This design comes from an exercise in tuning for small area, a short achievable clock period and few clock cycles per item on the open sky130 flow, not from production work. At most, simulation tests tie the RTL to the original design; equivalence was not proved. No functional check of the RTL was part of run 1. Power is estimated from default activity; no workload was simulated.

--- flow/config.mk ---
export PLATFORM = sky130hd
export DESIGN_NAME = circular_deque
export DESIGN_NICKNAME = circular_deque
export VERILOG_FILES = /design/flow/design.v
export SDC_FILE = /design/flow/constraint.sdc
export NUM_CORES = 4
export LEC_CHECK = 0
export CAP_MARGIN = 20
export CORE_MARGIN = 2
export CORE_UTILIZATION = 55
export CTS_BUF_LIST = sky130_fd_sc_hd__clkbuf_8
export CTS_CLUSTER_DIAMETER = 60
export CTS_CLUSTER_SIZE = 16
export SETUP_SLACK_MARGIN = 3.2
export SLEW_MARGIN = 20
--- flow/constraint.sdc ---
create_clock -name core_clock -period 6.0 [get_ports {clock}]
set_input_delay 1.2000 -clock core_clock [delete_from_list [all_inputs] [get_ports {clock}]]
set_output_delay 1.2000 -clock core_clock [all_outputs]
set_load 0.01 [all_outputs]
--- flow/design.v ---
package cdq_pkg;
   localparam int DEPTH_DEFAULT = 16;
   localparam int DATA_W = 32;
   localparam int CAP_W  = 5;
   localparam int FUNC_W = 3;
   localparam logic [CAP_W-1:0] CAP_RESET = 5'd16;
   localparam logic [DATA_W-1:0] EMPTY_VALUE = 32'hFFFF_FFFF;
   localparam logic [FUNC_W-1:0] FUNC_PUSH_FRONT = 3'd0;
   localparam logic [FUNC_W-1:0] FUNC_PUSH_REAR  = 3'd1;
   localparam logic [FUNC_W-1:0] FUNC_POP_FRONT  = 3'd2;
   localparam logic [FUNC_W-1:0] FUNC_POP_REAR   = 3'd3;
   localparam logic [FUNC_W-1:0] FUNC_QUERY      = 3'd4;
   localparam int CSR_ADDR_W = 3;
   localparam int CSR_DATA_W = 32;
   localparam int MID_DEPTH = DEPTH_DEFAULT - 2;
   localparam int MID_AW    = 4;
endpackage
module cdq_ram #(
   parameter int WIDTH = 32,
   parameter int DEPTH = 14
) (
   input  logic             clock,
   input  logic [DEPTH-1:0] wr_sel,
   input  logic [WIDTH-1:0] wr_data,
   input  logic [DEPTH-1:0] rd_sel,
   output logic [WIDTH-1:0] rd_data
);
   logic [WIDTH-1:0] mem_ff [DEPTH];
   always_ff @(posedge clock) begin
      for (int i = 0; i < DEPTH; i++) begin
         if (wr_sel[i]) begin
            mem_ff[i] <= wr_data;
         end
      end
   end
   always_comb begin
      rd_data = '0;
      for (int i = 0; i < DEPTH; i++) begin
         rd_data = rd_data | (mem_ff[i] & {WIDTH{rd_sel[i]}});
      end
   end
endmodule
module circular_deque #(
   parameter int DEPTH = cdq_pkg::DEPTH_DEFAULT
) (
   input  logic                                clock,
   input  logic                                reset,
   input  logic                                req_valid,
   output logic                                req_ready,
   input  logic [cdq_pkg::FUNC_W-1:0]          req_func,
   input  logic signed [cdq_pkg::DATA_W-1:0]   req_value,
   output logic                                rsp_valid,
   input  logic                                rsp_ready,
   output logic                                rsp_ok,
   output logic [cdq_pkg::CAP_W-1:0]           rsp_count,
   output logic                                rsp_is_empty,
   output logic                                rsp_is_full,
   output logic signed [cdq_pkg::DATA_W-1:0]   rsp_head_value,
   output logic signed [cdq_pkg::DATA_W-1:0]   rsp_tail_value,
   input  logic                                csr_psel,
   input  logic                                csr_penable,
   input  logic                                csr_pwrite,
   input  logic [cdq_pkg::CSR_ADDR_W-1:0]      csr_paddr,
   input  logic [cdq_pkg::CSR_DATA_W-1:0]      csr_pwdata,
   output logic [cdq_pkg::CSR_DATA_W-1:0]      csr_prdata,
   output logic                                csr_pready
);
   localparam int CW = cdq_pkg::CAP_W;
   localparam int DW = cdq_pkg::DATA_W;
   localparam int MD = cdq_pkg::MID_DEPTH;
   function automatic logic [MD-1:0] rot_up(input logic [MD-1:0] v);
      rot_up = {v[MD-2:0], v[MD-1]};
   endfunction
   function automatic logic [MD-1:0] rot_down(input logic [MD-1:0] v);
      rot_down = {v[0], v[MD-1:1]};
   endfunction
   logic [CW-1:0] capacity_ff;
   logic [CW-1:0] held_ff;
   logic          n0_ff;         
   logic          n1_ff;         
   logic          ge2_ff;        
   logic          ge3_ff;        
   logic          nf_ff;         
   logic          atc_ff;        
   logic          atcm1_ff;      
   logic [MD-1:0] fgap_ff;       
   logic [MD-1:0] rgap_ff;       
   logic [DW-1:0] head_ff;
   logic [DW-1:0] tail_ff;
   logic          rsp_valid_ff;
   logic          rsp_idle_ff;   
   logic          rsp_ok_ff;
   logic          rsp_full_ff;
   logic [CW-1:0] held;
   logic [CW-1:0] eff_cap;
   logic          n2, ge4, atcm2;
   assign held    = n0_ff ? '0 : held_ff;
   assign eff_cap = (capacity_ff == '0) ? CW'(1) :
                    (capacity_ff > CW'(DEPTH)) ? CW'(DEPTH) : capacity_ff;
   assign n2      = ge2_ff && !ge3_ff;
   assign ge4     = ge3_ff && (held_ff > CW'(3));
   assign atcm2   = (held + CW'(2) == eff_cap);
   logic accept;
   logic f_pushf, f_pushr, f_popf, f_popr, f_query;
   logic push_f, push_r, pop_f, pop_r, push, pop, op_ok;
   logic empty_next;
   assign req_ready = rsp_idle_ff || rsp_ready;
   assign accept    = req_valid && (!rsp_valid_ff || rsp_ready);
   assign f_pushf = (req_func == cdq_pkg::FUNC_PUSH_FRONT);
   assign f_pushr = (req_func == cdq_pkg::FUNC_PUSH_REAR);
   assign f_popf  = (req_func == cdq_pkg::FUNC_POP_FRONT);
   assign f_popr  = (req_func == cdq_pkg::FUNC_POP_REAR);
   assign f_query = (req_func == cdq_pkg::FUNC_QUERY);
   assign push_f = f_pushf && nf_ff;
   assign push_r = f_pushr && nf_ff;
   assign pop_f  = f_popf && !n0_ff;
   assign pop_r  = f_popr && !n0_ff;
   assign push   = push_f || push_r;
   assign pop    = pop_f || pop_r;
   assign op_ok  = push || pop || f_query;
   assign empty_next = (n0_ff && !push) || (n1_ff && pop);
   logic [MD-1:0] wr_f_oh, wr_r_oh, rd_f_oh, rd_r_oh;
   logic [MD-1:0] wr_sel, rd_sel;
   logic [DW-1:0] wr_data, rd_data;
   assign wr_f_oh = fgap_ff;
   assign wr_r_oh = rgap_ff;
   assign rd_f_oh = rot_up(fgap_ff);
   assign rd_r_oh = rot_down(rgap_ff);
   assign wr_sel  = (accept && ge2_ff && nf_ff) ?
                    (({MD{f_pushf}} & wr_f_oh) | ({MD{f_pushr}} & wr_r_oh)) : '0;
   assign wr_data = req_func[0] ? tail_ff : head_ff;
   assign rd_sel  = req_func[0] ? rd_r_oh : rd_f_oh;
   cdq_ram #(
      .WIDTH (DW),
      .DEPTH (MD)
   ) u_mid (
      .clock   (clock),
      .wr_sel  (wr_sel),
      .wr_data (wr_data),
      .rd_sel  (rd_sel),
      .rd_data (rd_data)
   );
   logic          h_v, h_t, h_rd, h_keep;
   logic          t_v, t_h, t_rd, t_keep;
   logic [DW-1:0] head_in, tail_in;
   assign h_v    = accept && (push_f || (push_r && n0_ff));
   assign h_t    = accept && pop_f && n2;
   assign h_rd   = accept && pop_f && ge3_ff;
   assign h_keep = !(h_v || h_t || h_rd);
   assign t_v    = accept && (push_r || (push_f && n0_ff));
   assign t_h    = accept && pop_r && n2;
   assign t_rd   = accept && pop_r && ge3_ff;
   assign t_keep = !(t_v || t_h || t_rd);
   assign head_in = {DW{accept && empty_next}} | ({DW{h_v}} & req_value) | ({DW{h_t}} & tail_ff) |
                    ({DW{h_rd}} & rd_data) | ({DW{h_keep}} & head_ff);
   assign tail_in = {DW{accept && empty_next}} | ({DW{t_v}} & req_value) | ({DW{t_h}} & head_ff) |
                    ({DW{t_rd}} & rd_data) | ({DW{t_keep}} & tail_ff);
   logic cfg_wr;
   assign cfg_wr = csr_psel && csr_penable && csr_pwrite && !csr_paddr[2];
   always_ff @(posedge clock) begin
      if (reset) begin
         capacity_ff  <= cdq_pkg::CAP_RESET;
         n0_ff        <= 1'b1;
         n1_ff        <= 1'b0;
         ge2_ff       <= 1'b0;
         ge3_ff       <= 1'b0;
         nf_ff        <= 1'b1;
         atc_ff       <= 1'b0;
         atcm1_ff     <= 1'b0;
         fgap_ff      <= MD'(1) << (MD - 1);
         rgap_ff      <= MD'(1);
         rsp_valid_ff <= 1'b0;
         rsp_idle_ff  <= 1'b1;
      end else begin
         rsp_valid_ff <= accept || (rsp_valid_ff && !rsp_ready);
         rsp_idle_ff  <= !accept && (!rsp_valid_ff || rsp_ready);
         if (cfg_wr) begin
            capacity_ff <= csr_pwdata[CW-1:0];
            n0_ff       <= 1'b1;
            n1_ff       <= 1'b0;
            ge2_ff      <= 1'b0;
            ge3_ff      <= 1'b0;
            nf_ff       <= 1'b1;
            atc_ff      <= 1'b0;
            atcm1_ff    <= (csr_pwdata[CW-1:1] == '0);
            fgap_ff     <= MD'(1) << (MD - 1);
            rgap_ff     <= MD'(1);
         end else if (accept) begin
            if (push) begin
               n0_ff    <= 1'b0;
               n1_ff    <= n0_ff;
               ge2_ff   <= !n0_ff;
               ge3_ff   <= ge2_ff;
               nf_ff    <= nf_ff && !atcm1_ff;
               atc_ff   <= atcm1_ff;
               atcm1_ff <= atcm2;
            end else if (pop) begin
               n0_ff    <= n1_ff;
               n1_ff    <= n2;
               ge2_ff   <= ge3_ff;
               ge3_ff   <= ge4;
               nf_ff    <= 1'b1;
               atc_ff   <= 1'b0;
               atcm1_ff <= atc_ff;
            end
            if (push_f && ge2_ff)     fgap_ff <= rot_down(fgap_ff);
            else if (pop_f && ge3_ff) fgap_ff <= rot_up(fgap_ff);
            if (push_r && ge2_ff)     rgap_ff <= rot_up(rgap_ff);
            else if (pop_r && ge3_ff) rgap_ff <= rot_down(rgap_ff);
         end
      end
   end
   always_ff @(posedge clock) begin
      if (accept) begin
         held_ff     <= push ? held + CW'(1) : pop ? held - CW'(1) : held;
         rsp_ok_ff   <= op_ok;
         rsp_full_ff <= push ? atcm1_ff : (!pop && atc_ff);
      end
      head_ff <= head_in;
      tail_ff <= tail_in;
   end
   assign csr_pready = 1'b1;
   assign csr_prdata = csr_paddr[2] ? '0 : cdq_pkg::CSR_DATA_W'(capacity_ff);
   assign rsp_valid      = rsp_valid_ff;
   assign rsp_ok         = rsp_ok_ff;
   assign rsp_count      = held_ff;
   assign rsp_is_empty   = (held_ff == '0);
   assign rsp_is_full    = rsp_full_ff;
   assign rsp_head_value = $signed(head_ff);
   assign rsp_tail_value = $signed(tail_ff);
endmodule
--- flow/flow/run.sh ---
#!/bin/bash
# The standard layout, with plain buffers (buf_2) on the ports in place of the
# delay buffers buffer_ports picks by default, and a clock tree built without
# dummy loads. Each run's full output goes to its own log file in the work folder.
set -euo pipefail
CTS="-sink_clustering_enable -repair_clock_nets -sink_clustering_size 16 -sink_clustering_max_diameter 60 -buf_list sky130_fd_sc_hd__clkbuf_8 -dont_use_dummy_load"
bash standard.sh BUFFER_PORTS_ARGS="-buffer_cell sky130_fd_sc_hd__buf_2" CTS_ARGS="$CTS" finish > standard.log 2>&1
--- flow/standard.sh ---
#!/bin/bash
# synth_recipe.tcl (not shown) runs the flow's synth.tcl, then flattens the netlist and writes it again
# the make line also repeats each setting of config.mk as NAME=value (left out here)
make -C /OpenROAD-flow-scripts/flow DESIGN_CONFIG=/design/flow/config.mk WORK_HOME=/design/flow/orfs CLKGATE_MAP_FILE= SYNTH_SCRIPT=/design/flow/synth_recipe.tcl "${@:-finish}"
==> summary.md, run 1 <==
| Metric | Value |
|---|---|
| Count of TritonRoute iterations in the first routing pass | `5` |
| Worst setup slack before clock tree synthesis | `1.97 ns` |
| Count of flip-flops with a built-in enable after synthesis | `455` |
| Cells along the critical path | `buf_8 > or2_4 > buf_6` |
| Routed Wire Length | `63200 um` |
| Remaining design rule violation count | `0` |
| Power density over the cells | `272 nW/um2` |
| TritonCTS clock tree | `built` |
| Clock tree root buffer cell | `clkbuf_8` |
| Initial antenna violation count | `1` |
| Pin count of the biggest net entering global routing | `44` |
| H-Tree Level Count | `2` |
| Core Region | `39900 um2` |
| Share of the yosys chip area belonging to registers | `0.707` |
| Final Total Pwr | `6.75 mW` |
| Actual transition at the worst max-transition pin | `0.748 ns` |
| Synth unique cells | `54` |
| Global-route wire length before repair | `90900 um` |
| Number of fill cells | `3036` |
| Ratio of cells with drive above 1 in the final layout | `0.219` |
| Initial cell density of the core | `0.560` |
| Number of global-route vias before repair | `13840` |
| Hold/Removal Path Class | `flip-flop to flip-flop` |
| Largest family of logic cells by synthesized area | `compound AO/OA/AOI/OAI gates` |
| Post-DR wirelength/cell | `28.7 um` |
| Die Height | `206 um` |
| Max-slew violation count | `0` |
| Die footprint | `42200 um2` |
| Largest vdd supply drop | `226 uV` |
| Sum Neg Setup Slack | `0 ns` |
| Required time of the worst setup path | `4.80 ns` |
| Adder-Cell Fraction of Synth Area | `0.00224` |
| Share of cell area taken by muxes after synthesis | `0.0458` |
| Number of cells produced by synthesis | `1523` |
| Unrepaired setup endpoints after global routing | `yes` |
| Final setup violation count | `0` |
| Clock period minus final worst setup slack | `2.83 ns` |
| Post-synthesis share of cell area spent on xor and xnor gates | `0.00314` |
| Number of max-cap violations | `0` |
| Final hold violation count | `0` |
| Starting DRT DRC Count | `1578` |
| Buffer levels on the longest clock path | `3` |
| Width of the die | `206 um` |
| Fraction of the mapped netlist area in simple logic gates | `0.0626` |
| Crit start category | `input port` |
| FFs w/ async S/R, synth | `0` |
| Synthesized area | `22300 um2` |
| Count of nets after finishing | `1760` |
| Remaining Overflow, GRT | `0` |
| Number of nets with antenna violations after detailed routing | `0` |
| Worst setup path class | `input port to output port` |
| HPWL reported at the end of detailed placement | `34200 um` |
| Post-route clock skew | `0.0662 ns` |
| Number of warnings printed during yosys synthesis | `3` |
| Timing-limited maximum frequency | `0.353 GHz` |
| Portion of the clock cycle consumed by the worst path in the final layout | `0.472` |
| Top Ports | `184` |
| Ys flop type | `edfxtp_1` |
| Total number of clock tree sinks | `561` |
| Total via count in the routed design | `14492` |
| Compound-cell area share of the yosys netlist | `0.146` |
| Post-synthesis sequential element count | `561` |
| Hold buffer count at CTS | `0` |
| Leakage Power | `8.27 nW` |
| Worst-Skew Late Latency | `0.65 ns` |
| Rel. slew slack | `0.502` |
| Total global routing track utilization | `0.301` |
| Placement row count | `73` |
| Port bufs | `126` |
| Data arrival time of the critical path | `1.63 ns` |
| Via-to-Cell Ratio | `6.58` |
| Clock transition at the registers of the reported paths | `0.08 ns` |
| Worst path slowest cell | `or2_4` |
| Antenna diode count | `0` |
| Syn Area/Cell | `14.7 um2` |
| Gpl congestion | `0.762` |
| Slack of the critical path | `3.17 ns` |
| Delay of the slowest cell on the worst path | `0.22 ns` |
| Endpoint type of the worst setup path | `output port` |
| Number of clock buffers inserted by TritonCTS | `44` |
| Run status | `timing/DRC/antenna clean` |
| Area growth syn-to-layout | `11.0%` |
| Maximum fanout count along the critical path | `3` |
## metrics by stage
stage	utilization	instance area (um2)	hold slack, ns	instances
3_3_place_gp	0.588	23500	0.448	2107
3_5_place_dp	0.588	23500	0.447	2107
6_report	0.621	24800	0.456	2202
2_1_floorplan	-	22600	0.436	1549
5_1_grt	0.621	24800	0.490	2202
4_1_cts	0.616	24600	0.458	2184
## power by group
part	internal, mW	leakage (nW)	switching, mW
clock	0.658	0.316	1.16
combinational	0.180	3.07	0.353
sequential	4.34	4.88	0.0612
## cells in the mapped netlist (all sizes together) (3+ instances only)
library cell	count	area, um2
mux2i	47	470
a211oi	29	283
buf	88	541
xor2	3	26.3
nor3b	6	61.3
edfxtp	455	13700
nand2b	4	25.0
a221oi	64	561
xnor2	5	43.8
ha	4	50.1
o211ai	64	480
clkbuf	41	154
o22ai	3	18.8
nand3	39	200
nand4	16	100
inv	10	37.5
a22oi	224	1680
nor2	74	278
o21ai	10	50.1
nor2b	10	62.6
dfxtp	106	2120
a21oi	12	60.1
nor3	25	130
mux2	49	552
nand2	108	405
## flip-flops by register name (all words and copies together), names as in the netlist
| register | cells |
|---|---|
| held_ff | 5 |
| rgap_ff | 14 |
| capacity_ff | 5 |
| atcm1_ff | 1 |
| fgap_ff | 14 |
| head_ff | 32 |
| rsp_idle_ff | 1 |
| n0_ff | 1 |
| tail_ff | 32 |
| rsp_ok_ff | 1 |
| rsp_full_ff | 1 |
| rsp_valid_ff | 1 |
| u_mid.mem_ff | 448 |
| atc_ff | 1 |
| ge3_ff | 1 |
| n1_ff | 1 |
| nf_ff | 1 |
| ge2_ff | 1 |
## cell type report
class                      instances  area, um2  share of cell area
clock buffer                      44        606              0.0244
sequential                       561      15800               0.637
inverter                          10       37.5             0.00151
multi-input combinational        851       6280               0.253
timing repair buffer             211       1420              0.0573
tap                              525        657              0.0265
## critical path: cells and delay by family
kind	cells	cell delay, ns
buffers and inverters	2	0.22
AND/OR/NAND/NOR	1	0.22
## cell families (layout without fill, tap and decap cells)
logic type / after synthesis / in the layout
DFF: 561 / 561
xor gates and xnor gates: 8 / 8
adders and majority gates: 4 / 4
and+or+nand+nor: 296 / 297
other: 2 / 28
buffers and inverters: 139 / 265
AOI/OAI and AO/OA: 417 / 418
muxes: 96 / 96
## layout by cell type (no fill, tap or decap), types with 35 or more instances in the layout
cell type and n:
mux2i_1 46, nor2_1 55, a221oi_1 64, edfxtp_1 455, nand3_1 36, buf_2 122, a22oi_1 224, mux2_2 35
buf_4 73, clkbuf_8 44, dfxtp_1 105, o211ai_1 64, nand2_1 107
## metal layers
layer	GRT usage	share of wire	vias up
li1	-	-	6300
met1	0.424	0.41	7337
met2	0.469	0.46	759
met3	0.0691	0.099	94
met4	0.0886	0.025	2
met5	0	0.00021	-
## path summary, 6_finish.rpt
kind                   from     endpoint  slack (ns)  depth (start not counted)
setup reg to reg      nf_ff  tail_ff[19]        3.50                          5
hold reg to reg      atc_ff       atc_ff        0.46                          2
setup / recovery  rsp_ready    req_ready        3.17                          3
hold / removal       atc_ff       atc_ff        0.46                          2
## what timing repair did
item	CTS	global route
gates cloned	2	0
pin swaps	15	5
endpoints found under the setup margin	343	187
resized for setup	42	8
buffers inserted	31	18
==> inputs of run 2 (changes only) <==
--- a/flow/design.v
+++ b/flow/design.v
@@ -173,7 +173,7 @@
          rsp_idle_ff  <= 1'b1;
       end else begin
          rsp_valid_ff <= accept || (rsp_valid_ff && !rsp_ready);
-         rsp_idle_ff  <= !accept && (!rsp_valid_ff || rsp_ready);
+         rsp_idle_ff  <= !accept && (rsp_idle_ff || rsp_ready);
          if (cfg_wr) begin
             capacity_ff <= csr_pwdata[CW-1:0];
             n0_ff       <= 1'b1;
--- a/flow/config.mk
+++ b/flow/config.mk
@@ -11,5 +11,5 @@
 export CTS_BUF_LIST = sky130_fd_sc_hd__clkbuf_8
 export CTS_CLUSTER_DIAMETER = 60
 export CTS_CLUSTER_SIZE = 16
-export SETUP_SLACK_MARGIN = 3.2
+export SETUP_SLACK_MARGIN = 3.35
 export SLEW_MARGIN = 20
==> summary.md, run 2 <==
| Metric | Value |
|---|---|
| Design Area, Final | `24900 um2 (+0.27%)` |
| Total global routing track utilization | `0.305 (+0.00467)` |
| Number of fill cells | `3029 (-0.23%)` |
| Remaining Overflow, GRT | `0 (unchanged)` |
| Timing-limited maximum frequency | `0.351 GHz (-0.64%)` |
| Worst path slowest cell | `or2_4` |
| Data arrival time of the critical path | `1.65 ns (+0.02 ns)` |
| Max-slew violation count | `0 (unchanged)` |
| Cells along the critical path | `buf_6 > or2_4 > buf_6` |
| Syn Area/Cell | `14.6 um2 (-0.27%)` |
| Run status | `timing/DRC/antenna clean` |
| HPWL reported at the end of detailed placement | `33400 um (-2.3%)` |
| Die Height | `206 um (about the same)` |
| Hold/Removal Path Class | `flip-flop to flip-flop` |
| Final hold violation count | `0 (unchanged)` |
| Rel. slew slack | `0.497 (-0.00481)` |
| Synth unique cells | `57 (+5.6%)` |
| Top Registers | `u_mid.mem_ff (448), head_ff (32), tail_ff (32)` |
| Placement row count | `73 (unchanged)` |
| Most common library cell in the layout ignoring fill and taps | `edfxtp_1` |
| Hold depth | `2 (unchanged)` |
| Unrepaired setup endpoints after global routing | `yes` |
| Detailed route wirelength on metal3 | `5350 um (-15%)` |
| Highest-count cells in the layout ignoring fill and taps | `edfxtp_1 (455), a22oi_1 (224), buf_2 (122), nand2_1 (118), dfxtp_1 (105)` |
| Via-to-Cell Ratio | `6.57 (-0.24%)` |
| Gpl congestion | `0.759 (-0.45%)` |
| Largest Register | `u_mid.mem_ff` |
| Clock transition at the registers of the reported paths | `0.08 ns (about the same)` |
| Post-synthesis sequential element count | `561 (unchanged)` |
| Synthesized area | `22300 um2 (about the same)` |
| Hold WS | `0.483 ns (+0.0270 ns)` |
| Fraction of the core area covered by cells at the end of the flow | `0.623 (+0.00166)` |
| Routed metal-1 wirelength | `27700 um (+6.0%)` |
| Worst-Skew Late Latency | `0.65 ns (about the same)` |
| Met2 layer wire length in the routed design | `29700 um (+1.6%)` |
| Power density over the cells | `273 nW/um2 (+0.21%)` |
| Initial antenna violation count | `0 (-1)` |
| Width of the die | `206 um (about the same)` |
| Maximum fanout count along the critical path | `2 (-1)` |
| Top Ports | `184 (unchanged)` |
| Number of clock buffers inserted by TritonCTS | `44 (unchanged)` |
| Clock period minus final worst setup slack | `2.85 ns (+0.0182 ns)` |
| Number of global-route vias before repair | `13507 (-2.4%)` |
| Leading area contributor after synthesis | `edfxtp_1` |
| Final Total Pwr | `6.78 mW (+0.48%)` |
| Number of max-cap violations | `0 (unchanged)` |
| Initial cell density of the core | `0.560 (about the same)` |
| Routed Wire Length | `64300 um (+1.7%)` |
| Port bufs | `126 (unchanged)` |
| Worst setup path class | `input port to output port` |
| Slack of the worst reg-to-reg path | `3.67 ns (+0.17 ns)` |
| Die footprint | `42200 um2 (about the same)` |
| Dominant cell by count in the synthesized netlist | `edfxtp_1` |
| Portion of the clock cycle consumed by the worst path in the final layout | `0.475 (+0.00303)` |
| Post-DR wirelength/cell | `29.2 um (+1.7%)` |
| Core Region | `39900 um2 (unchanged)` |
| TritonCTS clock tree | `built` |
| Count of flip-flops with a built-in enable after synthesis | `455 (unchanged)` |
| Hold buffer count at CTS | `0 (unchanged)` |
| Top layer used by detailed routing | `met4` |
| Starting DRT DRC Count | `1644 (+4.2%)` |
| Sum Neg Setup Slack | `0 ns (unchanged)` |
| Required time of the worst setup path | `4.80 ns (about the same)` |
| Buffer levels on the longest clock path | `3 (unchanged)` |
| FFs w/ async S/R, synth | `0 (unchanged)` |
| Number of cells on the worst reg-to-reg path | `7 (+2)` |
| Most instantiated cells after synthesis | `edfxtp_1 (455), a22oi_1 (224), nand2_1 (120), dfxtp_1 (106), nor2_1 (65)` |
| Remaining design rule violation count | `0 (unchanged)` |
| Total via count in the routed design | `14464 (-0.19%)` |
| Final setup violation count | `0 (unchanged)` |
| Post-route clock skew | `0.0468 ns (-0.0194 ns)` |
| Actual transition at the worst max-transition pin | `0.754 ns (+0.00645 ns)` |
| Clock tree root buffer cell | `clkbuf_8` |
| Global-route wire length before repair | `92000 um (+1.2%)` |
| Library cell appearing most often on the critical path | `buf_6` |
| H-Tree Level Count | `2 (unchanged)` |
| Total number of clock tree sinks | `561 (unchanged)` |
| Ys flop type | `edfxtp_1` |
| Count of TritonRoute iterations in the first routing pass | `6 (+1)` |
| Endpoint type of the worst setup path | `output port` |
| Share of the synthesized area in the top cell type | `0.612 (about the same)` |
| Flip-flop count of the largest register, all copies and words added | `448 (unchanged)` |
| Crit start category | `input port` |
| Pin count of the biggest net entering global routing | `44 (unchanged)` |
| Number of cells produced by synthesis | `1527 (+0.26%)` |
| Delay of the slowest cell on the worst path | `0.23 ns (about the same)` |
| Largest vdd supply drop | `211 uV (-6.7%)` |
| Number of warnings printed during yosys synthesis | `3 (unchanged)` |
| Ratio of cells with drive above 1 in the final layout | `0.222 (+0.00345)` |
| Leakage Power | `8.35 nW (+0.99%)` |
| Area growth syn-to-layout | `11.3%` |
| Count of nets after finishing | `1761 (+0.057%)` |
| Number of nets with antenna violations after detailed routing | `0 (unchanged)` |
| Share of the yosys chip area belonging to registers | `0.707 (about the same)` |
| Most area-consuming cells after synthesis | `edfxtp_1 (61%), dfxtp_1 (9.5%), a22oi_1 (7.5%), a221oi_1 (2.5%), mux2_2 (2.4%)` |
| Antenna diode count | `0 (unchanged)` |
| Total cell area at the placement stage | `23500 um2 (+0.27%)` |
[run 2: changes by cell type after synthesis, sizes merged, moves of 3 or more]
cell / delta
buf: +9
nand4: -3
clkbuf: -11
a21oi: -3
a211oi: -3
nor2: -9
nand2: +12
[run 2: per-layer routing]
layer  track usage  vias to the layer above
met5             0                        -
met4        0.0876                        0
met3        0.0477                       91
met2         0.481                      683
met1         0.442                     7385
li1              -                     6305
[run 2: worst paths after layout]
| path | start | endpoint |
|---|---|---|
| max | rsp_ready | req_ready |
| min | atc_ff | atc_ff |
| max reg2reg | nf_ff | rgap_ff[11] |
| min reg2reg | atc_ff | atc_ff |
[run 2: kinds of logic (layout without fill, tap and decap cells)]
family / after synthesis / after routing / synth area share
buf+inv: 138 / 259 / 0.0329
simple gates: 301 / 303 / 0.0638
flops: 561 / 561 / 0.707
compound gates: 417 / 419 / 0.145
xor+xnor: 7 / 7 / 0.00275
mux: 97 / 97 / 0.0462
fa+ha+maj: 4 / 4 / 0.00224
other cells: 2 / 28 / 0.000336
[run 2: report_power, final]
| part | internal, mW | switching [mW] |
|---|---|---|
| registers | 4.35 | 0.0626 |
| clock network | 0.658 | 1.18 |
| logic | 0.177 | 0.352 |
| total | 5.19 | 1.60 |
[run 2: repair_timing]
action,4_1_cts,5_1_grt
buffers inserted,46,3
endpoints found under the setup margin,548,338
resized for setup,39,13
gates cloned,4,0
pin swaps,22,2
[run 2: cell type report]
class | instances | area [um2] | share of cell area
repair buffers | 204 | 1370 | 0.0550
flip-flops and latches | 561 | 15800 | 0.635
well taps | 525 | 657 | 0.0264
multi-input cells | 858 | 6390 | 0.257
inverters | 11 | 48.8 | 0.00196
clock buffers | 44 | 606 | 0.0244
[run 2: critical path: cells and delay by family]
family        cells  cell delay (ns)
buf+inv           2             0.21
simple gates      1             0.23
[run 2: per-stage QoR]
stage | setup WS [ns] | instances
after floorplan | 2.91 | 1553
after global routing | 3.14 | 2203
final | 3.15 | 2203
after global placement | 1.76 | 2105
after CTS | 3.16 | 2199
after detailed placement | 1.71 | 2105
Testbench counts of run 2, summed over its fixed seeds: cycles 19,967, items 16,000.
==> inputs of run 3 (changes only) <==
--- a/flow/config.mk
+++ b/flow/config.mk
@@ -11,5 +11,5 @@
 export CTS_BUF_LIST = sky130_fd_sc_hd__clkbuf_8
 export CTS_CLUSTER_DIAMETER = 60
 export CTS_CLUSTER_SIZE = 16
-export SETUP_SLACK_MARGIN = 3.35
+export SETUP_SLACK_MARGIN = 3.2
 export SLEW_MARGIN = 20
==> summary.md, run 3 <==
| Metric | Value |
|---|---|
| Post-DR wirelength/cell | `29.0 um (-0.78%)` |
| Compound-cell area share of the yosys netlist | `0.145 (unchanged)` |
| Final setup violation count | `0 (unchanged)` |
| Core Region | `39900 um2 (unchanged)` |
| HPWL reported at the end of detailed placement | `34500 um (+3.4%)` |
| Flip-flop count of the largest register, all copies and words added | `448 (unchanged)` |
| Non-filler instance count after layout | `2201 (-0.091%)` |
| Largest Register | `u_mid.mem_ff` |
| Count of TritonRoute iterations in the first routing pass | `5 (-1)` |
| TritonCTS clock tree | `built` |
| Most area-consuming cells after synthesis | `edfxtp_1 (61%), dfxtp_1 (9.5%), a22oi_1 (7.5%), a221oi_1 (2.5%), mux2_2 (2.4%)` |
| Most common library cell in the layout ignoring fill and taps | `edfxtp_1` |
| Gpl congestion | `0.770 (+1.5%)` |
| Pin count of the biggest net entering global routing | `43 (-2.3%)` |
| Number of clock buffers inserted by TritonCTS | `45 (+2.3%)` |
| Number of fill cells | `3077 (+1.6%)` |
| Endpoint type of the worst setup path | `output port` |
| Buffer levels on the longest clock path | `3 (unchanged)` |
| Clock transition at the registers of the reported paths | `0.09 ns (about the same)` |
| Most instantiated cells after synthesis | `edfxtp_1 (455), a22oi_1 (224), nand2_1 (120), dfxtp_1 (106), nor2_1 (65)` |
| Remaining design rule violation count | `0 (unchanged)` |
| Remaining Overflow, GRT | `0 (unchanged)` |
| Final hold violation count | `0 (unchanged)` |
| Number of global-route vias before repair | `13587 (+0.59%)` |
| Rel. slew slack | `0.298 (-0.199)` |
| Required time of the worst setup path | `4.80 ns (about the same)` |
| Hold/Removal Path Class | `flip-flop to flip-flop` |
| FFs w/ async S/R, synth | `0 (unchanged)` |
| Clock period minus final worst setup slack | `2.84 ns (-0.0132 ns)` |
| Leading area contributor after synthesis | `edfxtp_1` |
| Data arrival time of the critical path | `1.64 ns (about the same)` |
| Instance count after placement with tap cells included | `2115 (+0.48%)` |
| Top Ports | `184 (unchanged)` |
| Final Total Pwr | `6.78 mW (unchanged)` |
| Slack of the worst reg-to-reg path | `3.53 ns (-0.14 ns)` |
| Dominant cell by count in the synthesized netlist | `edfxtp_1` |
| Number of cells produced by synthesis | `1527 (unchanged)` |
| Total number of clock tree sinks | `561 (unchanged)` |
| Timing-limited maximum frequency | `0.353 GHz (+0.46%)` |
| Actual transition at the worst max-transition pin | `1.05 ns (+0.293 ns)` |
| Fraction of the core area covered by cells at the end of the flow | `0.619 (-0.00401)` |
| Top Registers | `u_mid.mem_ff (448), head_ff (32), tail_ff (32)` |
| Share of the synthesized area in the top cell type | `0.612 (unchanged)` |
| Clock tree root buffer cell | `clkbuf_8` |
| Syn Area/Cell | `14.6 um2 (unchanged)` |
| Largest vdd supply drop | `214 uV (+1.5%)` |
| Number of nets with antenna violations after detailed routing | `0 (unchanged)` |
| Share of the yosys chip area belonging to registers | `0.707 (unchanged)` |
| Count of nets after finishing | `1759 (-0.11%)` |
| Post-synthesis share of cell area spent on xor and xnor gates | `0.00275 (unchanged)` |
| Fraction of the mapped netlist area in simple logic gates | `0.0638 (unchanged)` |
| Synthesized area | `22300 um2 (unchanged)` |
| Port bufs | `126 (unchanged)` |
| Worst-Skew Late Latency | `0.63 ns (-0.02 ns)` |
| Global-route wire length before repair | `91900 um (about the same)` |
| Ratio of cells with drive above 1 in the final layout | `0.213 (-0.00928)` |
| Total via count in the routed design | `14317 (-1.0%)` |
| Area growth syn-to-layout | `10.6%` |
| Crit start category | `input port` |
| Die Height | `206 um (unchanged)` |
| Initial antenna violation count | `1 (+1)` |
| Width of the die | `206 um (unchanged)` |
| Largest family of logic cells by synthesized area | `compound AO/OA/AOI/OAI gates` |
| Count of flip-flops with a built-in enable after synthesis | `455 (unchanged)` |
| Routed Wire Length | `63700 um (-0.87%)` |
| Placement row count | `73 (unchanged)` |
| Initial cell density of the core | `0.560 (unchanged)` |
| Highest-count cells in the layout ignoring fill and taps | `edfxtp_1 (455), a22oi_1 (224), buf_2 (122), nand2_1 (118), dfxtp_1 (105)` |
| Starting DRT DRC Count | `1669 (+1.5%)` |
| H-Tree Level Count | `2 (unchanged)` |
| Ys flop type | `edfxtp_1` |
| Post-route clock skew | `0.0576 ns (+0.0107 ns)` |
| Antenna diode count | `0 (unchanged)` |
| Post-synthesis sequential element count | `561 (unchanged)` |
| Number of max-cap violations | `0 (unchanged)` |
| Run status | `timing/DRC/antenna clean` |
| Via-to-Cell Ratio | `6.50 (-0.93%)` |
| Power density over the cells | `275 nW/um2 (+0.65%)` |
| Portion of the clock cycle consumed by the worst path in the final layout | `0.473 (-0.00219)` |
| Worst setup slack before clock tree synthesis | `1.77 ns (+0.0668 ns)` |
| Leakage Power | `8.31 nW (-0.53%)` |
| Share of cell area taken by muxes after synthesis | `0.0462 (unchanged)` |
| Sum Neg Setup Slack | `0 ns (unchanged)` |
| Adder-Cell Fraction of Synth Area | `0.00224 (unchanged)` |
| Total global routing track utilization | `0.305 (about the same)` |
| Die footprint | `42200 um2 (unchanged)` |
| Maximum fanout count along the critical path | `3 (+1)` |
| Unrepaired setup endpoints after global routing | `yes` |
| Slack of the critical path | `3.16 ns (+0.0132 ns)` |
| Synth unique cells | `57 (unchanged)` |
| Worst setup path class | `input port to output port` |
| Max-slew violation count | `0 (unchanged)` |
| Number of warnings printed during yosys synthesis | `3 (unchanged)` |
[run 3: cell counts after synthesis]
Identical to the previous run, type by type.
[run 3: layout make-up]
type,instances,area [um2],share of cell area
well taps,525,657,0.0266
flip-flops and latches,561,15800,0.639
clock buffers,45,619,0.0251
inverters,11,45.0,0.00182
multi-input cells,859,6290,0.255
repair buffers,200,1290,0.0524
[run 3: worst max-delay path: stages]
cell and delay [ns]:
buf_6 0.09, or2_4 0.22, buf_6 0.12
[run 3: logic make-up after synthesis]
| group | Yosys count |
|---|---|
| flip-flops | 561 |
| AO/OA/AOI/OAI | 417 |
| AND/OR/NAND/NOR | 301 |
| buffers and inverters | 138 |
| multiplexers | 97 |
| XOR/XNOR | 7 |
| adder cells (fa/ha/maj) | 4 |
| other | 2 |
[run 3: metal layers]
| metal | share of wire | GRT usage | vias up |
|---|---|---|---|
| met5 | 0 | 0 | - |
| met4 | 0.026 | 0.0940 | 0 |
| met3 | 0.075 | 0.0451 | 86 |
| met2 | 0.46 | 0.472 | 609 |
| met1 | 0.44 | 0.449 | 7313 |
| li1 | - | - | 6309 |
[run 3: report_power, final]
| part | leakage [nW] | switching (mW) | internal (mW) | total, mW |
|---|---|---|---|---|
| sequential | 4.89 | 0.0637 | 4.35 | 4.41 |
| clock | 0.324 | 1.18 | 0.672 | 1.85 |
| combinational | 3.10 | 0.349 | 0.173 | 0.522 |
[run 3: what timing repair did]
action                                  4_1_cts  5_1_grt
hold buffers                                  0        0
gates cloned                                  5        0
pin swaps                                    20        3
gates resized for setup                      39       12
endpoints found under the setup margin      522       68
setup buffers                                34        2
[run 3: final timing paths]
path,cells past startpoint,start,endpoint
setup / recovery,3,rsp_ready,req_ready
hold / removal,2,atc_ff,atc_ff
setup reg to reg,9,n0_ff,held_ff[4]
hold reg to reg,2,atc_ff,atc_ff
[run 3: metrics by stage]
| stage | hold slack (ns) | cell area (um2) |
|---|---|---|
| 6_report | 0.487 | 24700 |
| 5_1_grt | 0.523 | 24700 |
| 4_1_cts | 0.489 | 24600 |
| 3_5_place_dp | 0.476 | 23500 |
| 3_3_place_gp | 0.459 | 23500 |
| 2_1_floorplan | 0.449 | 22600 |
==> inputs of run 4 (changes only) <==
--- a/flow/config.mk
+++ b/flow/config.mk
@@ -7,7 +7,7 @@
 export LEC_CHECK = 0
 export CAP_MARGIN = 20
 export CORE_MARGIN = 2
-export CORE_UTILIZATION = 55
+export CORE_UTILIZATION = 62
 export CTS_BUF_LIST = sky130_fd_sc_hd__clkbuf_8
 export CTS_CLUSTER_DIAMETER = 60
 export CTS_CLUSTER_SIZE = 16
==> summary.md, run 4 <==
| Metric | Value |
|---|---|
| Data arrival time of the critical path | `1.64 ns (about the same)` |
| Top Registers | `u_mid.mem_ff (448), head_ff (32), tail_ff (32)` |
| Top Ports | `184 (unchanged)` |
| Library cell appearing most often on the critical path | `buf_6` |
| Ys flop type | `edfxtp_1` |
| Starting DRT DRC Count | `1901 (+14%)` |
| Total number of clock tree sinks | `561 (unchanged)` |
| Post-synthesis sequential element count | `561 (unchanged)` |
| Worst setup path class | `input port to output port` |
| Most area-consuming cells after synthesis | `edfxtp_1 (61%), dfxtp_1 (9.5%), a22oi_1 (7.5%), a221oi_1 (2.5%), mux2_2 (2.4%)` |
| Critical path buffers and inverters | `2 (unchanged)` |
| Register cell area after layout | `15800 um2 (unchanged)` |
| Dominant cell by count in the synthesized netlist | `edfxtp_1` |
| Largest vdd supply drop | `236 uV (+10%)` |
| Remaining design rule violation count | `0 (unchanged)` |
| Share of the synthesized area in the top cell type | `0.612 (unchanged)` |
| Routed Wire Length | `61400 um (-3.6%)` |
| Port bufs | `126 (unchanged)` |
| Gpl congestion | `0.785 (+1.8%)` |
| Syn Area/Cell | `14.6 um2 (unchanged)` |
| Number of cells produced by synthesis | `1527 (unchanged)` |
| Area growth syn-to-layout | `10.5% (about the same)` |
| Flip-flop count of the largest register, all copies and words added | `448 (unchanged)` |
| Area occupied by multi-input gates | `6300 um2 (+0.24%)` |
| Number of max-cap violations | `0 (unchanged)` |
| Share of the yosys chip area belonging to registers | `0.707 (unchanged)` |
| Antenna diode count | `0 (unchanged)` |
| Most instantiated cells after synthesis | `edfxtp_1 (455), a22oi_1 (224), nand2_1 (120), dfxtp_1 (106), nor2_1 (65)` |
| Unrepaired setup endpoints after global routing | `yes` |
| Count of TritonRoute iterations in the first routing pass | `6 (+1)` |
| Number of nets with antenna violations after detailed routing | `0 (unchanged)` |
| Number of global-route vias before repair | `13658 (+0.52%)` |
| Die footprint | `37600 um2 (-11%)` |
| Post-DR wirelength/cell | `28.7 um (-0.98%)` |
| Cells along the critical path | `buf_6 > or2_4 > buf_6` |
| Buffer levels on the longest clock path | `3 (unchanged)` |
| Count of nets after finishing | `1765 (+0.34%)` |
| H-Tree Level Count | `2 (unchanged)` |
| TritonCTS clock tree | `built` |
| Hold/Removal Path Class | `flip-flop to flip-flop` |
| Placement row count | `69 (-5.5%)` |
| Delay of the slowest cell on the worst path | `0.22 ns (about the same)` |
| Max-slew violation count | `0 (unchanged)` |
| Rel. slew slack | `0.414 (+0.116)` |
| Via-to-Cell Ratio | `6.79 (+4.4%)` |
| Initial cell density of the core | `0.629 (+0.0699)` |
| Portion of the clock cycle consumed by the worst path in the final layout | `0.473 (+0.000537)` |
| Initial antenna violation count | `0 (-1)` |
| Largest delay share family, worst path | `simple AND/OR/NAND/NOR gates` |
| Number of fill cells | `2439 (-21%)` |
| Highest-count cells in the layout ignoring fill and taps | `edfxtp_1 (455), a22oi_1 (224), buf_2 (123), nand2_1 (118), dfxtp_1 (105)` |
| Required time of the worst setup path | `4.80 ns (about the same)` |
| Total global routing track utilization | `0.324 (+0.0191)` |
| Actual transition at the worst max-transition pin | `0.874 ns (-0.173 ns)` |
| Endpoint type of the worst setup path | `output port` |
| Final setup violation count | `0 (unchanged)` |
| HPWL reported at the end of detailed placement | `33300 um (-3.6%)` |
| Sum Neg Setup Slack | `0 ns (unchanged)` |
| Remaining Overflow, GRT | `0 (unchanged)` |
| Total via count in the routed design | `14559 (+1.7%)` |
| Global-route wire length before repair | `89900 um (-2.3%)` |
| Clock period minus final worst setup slack | `2.84 ns (+0.00322 ns)` |
| Run status | `timing/DRC/antenna clean` |
| Post-route clock skew | `0.0616 ns (+0.00405 ns)` |
| Leakage Power | `8.34 nW (+0.38%)` |
| Timing-limited maximum frequency | `0.352 GHz (-0.11%)` |
| FFs w/ async S/R, synth | `0 (unchanged)` |
| Fraction of the core area covered by cells at the end of the flow | `0.696 (+0.0769)` |
| Synthesized area | `22300 um2 (unchanged)` |
| Power density over the cells | `273 nW/um2 (-0.69%)` |
| Clock transition at the registers of the reported paths | `0.10 ns (about the same)` |
| Maximum fanout count along the critical path | `2 (-1)` |
| Worst path slowest cell | `or2_4` |
| Crit start category | `input port` |
| Count of flip-flops with a built-in enable after synthesis | `455 (unchanged)` |
| Largest Register | `u_mid.mem_ff` |
| Worst-Skew Late Latency | `0.64 ns (about the same)` |
| Die Height | `194 um (-5.7%)` |
| Number of clock buffers inserted by TritonCTS | `43 (-4.4%)` |
| Number of warnings printed during yosys synthesis | `3 (unchanged)` |
| Clock tree root buffer cell | `clkbuf_8` |
| Width of the die | `194 um (-5.7%)` |
| Leading area contributor after synthesis | `edfxtp_1` |
| Core Region | `35500 um2 (-11%)` |
| Final hold violation count | `0 (unchanged)` |
| Pin count of the biggest net entering global routing | `43 (unchanged)` |
| Ratio of cells with drive above 1 in the final layout | `0.218 (+0.00459)` |
| Synth unique cells | `57 (unchanged)` |
| Most common library cell in the layout ignoring fill and taps | `edfxtp_1` |
## run 4: cell count changes in the layout (fill, tap and decap cells not counted), sizes merged
cell / delta
a21oi: +1
buf: +9
clkbuf: -2
nor2: -2
## run 4: what timing repair did
action                                  CTS  global route
pin swaps                                19             2
hold buffers                              0             0
setup buffers                            39             6
gates resized for setup                  35            20
cloned                                    4             0
endpoints found under the setup margin  516           424
hold endpoints to repair                  0             0
## run 4: area by class of cell
class                   count  area share
well taps                 461      0.0234
repair buffers            209      0.0557
clock buffers              43      0.0240
flip-flops and latches    561       0.640
inverters                  11     0.00183
multi-input cells         858       0.255
## run 4: final timing paths
| check | from | endpoint | slack (ns) | cells after the start |
|---|---|---|---|---|
| setup / recovery | rsp_ready | req_ready | 3.16 | 3 |
| hold / removal | atc_ff | atc_ff | 0.49 | 2 |
| setup reg to reg | n0_ff | held_ff[4] | 3.49 | 9 |
| hold reg to reg | atc_ff | atc_ff | 0.49 | 2 |
## run 4: report_power, final
| group | switching [mW] | leakage [nW] | internal, mW |
|---|---|---|---|
| clock | 1.15 | 0.309 | 0.644 |
| combinational | 0.350 | 3.14 | 0.177 |
| sequential | 0.0652 | 4.89 | 4.35 |
| total | 1.56 | 8.34 | 5.17 |
## run 4: metal layers
metal	global-route usage	up-vias	wire length, um
met5	0	-	0
met4	0.0693	0	843
met3	0.0595	71	6600
met2	0.505	849	28800
met1	0.484	7322	25200
li1	-	6317	-
## run 4: logic make-up (layout without fill, tap and decap cells)
group,after synthesis,count (layout),share of synthesized area
compound gates,417,420,0.145
xor+xnor,7,7,0.00275
fa+ha+maj,4,4,0.00224
buf+inv,138,263,0.0329
flops,561,561,0.707
mux,97,97,0.0462
other cells,2,28,0.000336
simple gates,301,302,0.0638
## run 4: metrics by stage
stage,setup slack (ns),hold WS [ns],std cells,cell area [um2],power (mW)
after floorplan,2.91,0.449,1553,22600,4.80
after global placement,1.89,0.459,2051,23400,4.98
after detailed placement,1.91,0.467,2051,23400,5.00
after CTS,3.11,0.482,2137,24500,6.74
after global routing,3.10,0.497,2143,24700,6.94
final,3.16,0.488,2143,24700,6.73
## run 4: worst register-to-register path, cell delays in order (launching register included)
cell and delay [ns]:
dfxtp_2 0.55, inv_1 0.35, nand2_1 0.18, inv_1 0.10, ha_1 0.20, and3b_1 0.15
o21ai_0 0.38, nor2_1 0.10, a21oi_1 0.13, o22ai_1 0.09

## port drivers added, routing unchanged
Ports are ideal in the flow. The routed layouts listed here were re-timed in OpenROAD. Step 1: set_driving_cell puts a clkbuf_16 on clock and a buf_2 on each other input, an assumption about the parent block. Step 2 times the ports against the registers' clock, not the clock port: input delays grow and output delays shrink by t, the midpoint of the rising clock arrivals with the driver on. Three values: no drivers, after step 1, after step 2; two values: the first two.
| run | t (ns) | setup WS [ns] | hold WS [ns] | worst setup path after step 2 | cell pins on the clock port's net |
|---|---|---|---|---|---|
| run 1 | 0.673 | 3.169 / 3.129 / 2.537 | 0.456 / 0.456 / 0.456 | input to register | 1 |
| run 2 | 0.678 | 3.151 / 3.116 / 2.667 | 0.483 / 0.483 / 0.483 | input to register | 1 |
| run 3 | 0.658 | 3.164 / 3.130 / 2.560 | 0.487 / 0.487 / 0.487 | input to register | 1 |
| run 4 | 0.660 | 3.161 / 3.121 / 2.561 | 0.488 / 0.488 / 0.488 | input to register | 1 |
After both steps every run listed still meets setup and hold. For run 1, which loses most, drivers alone change the setup slack by -0.040 ns; drivers and shift together by -0.632 ns.
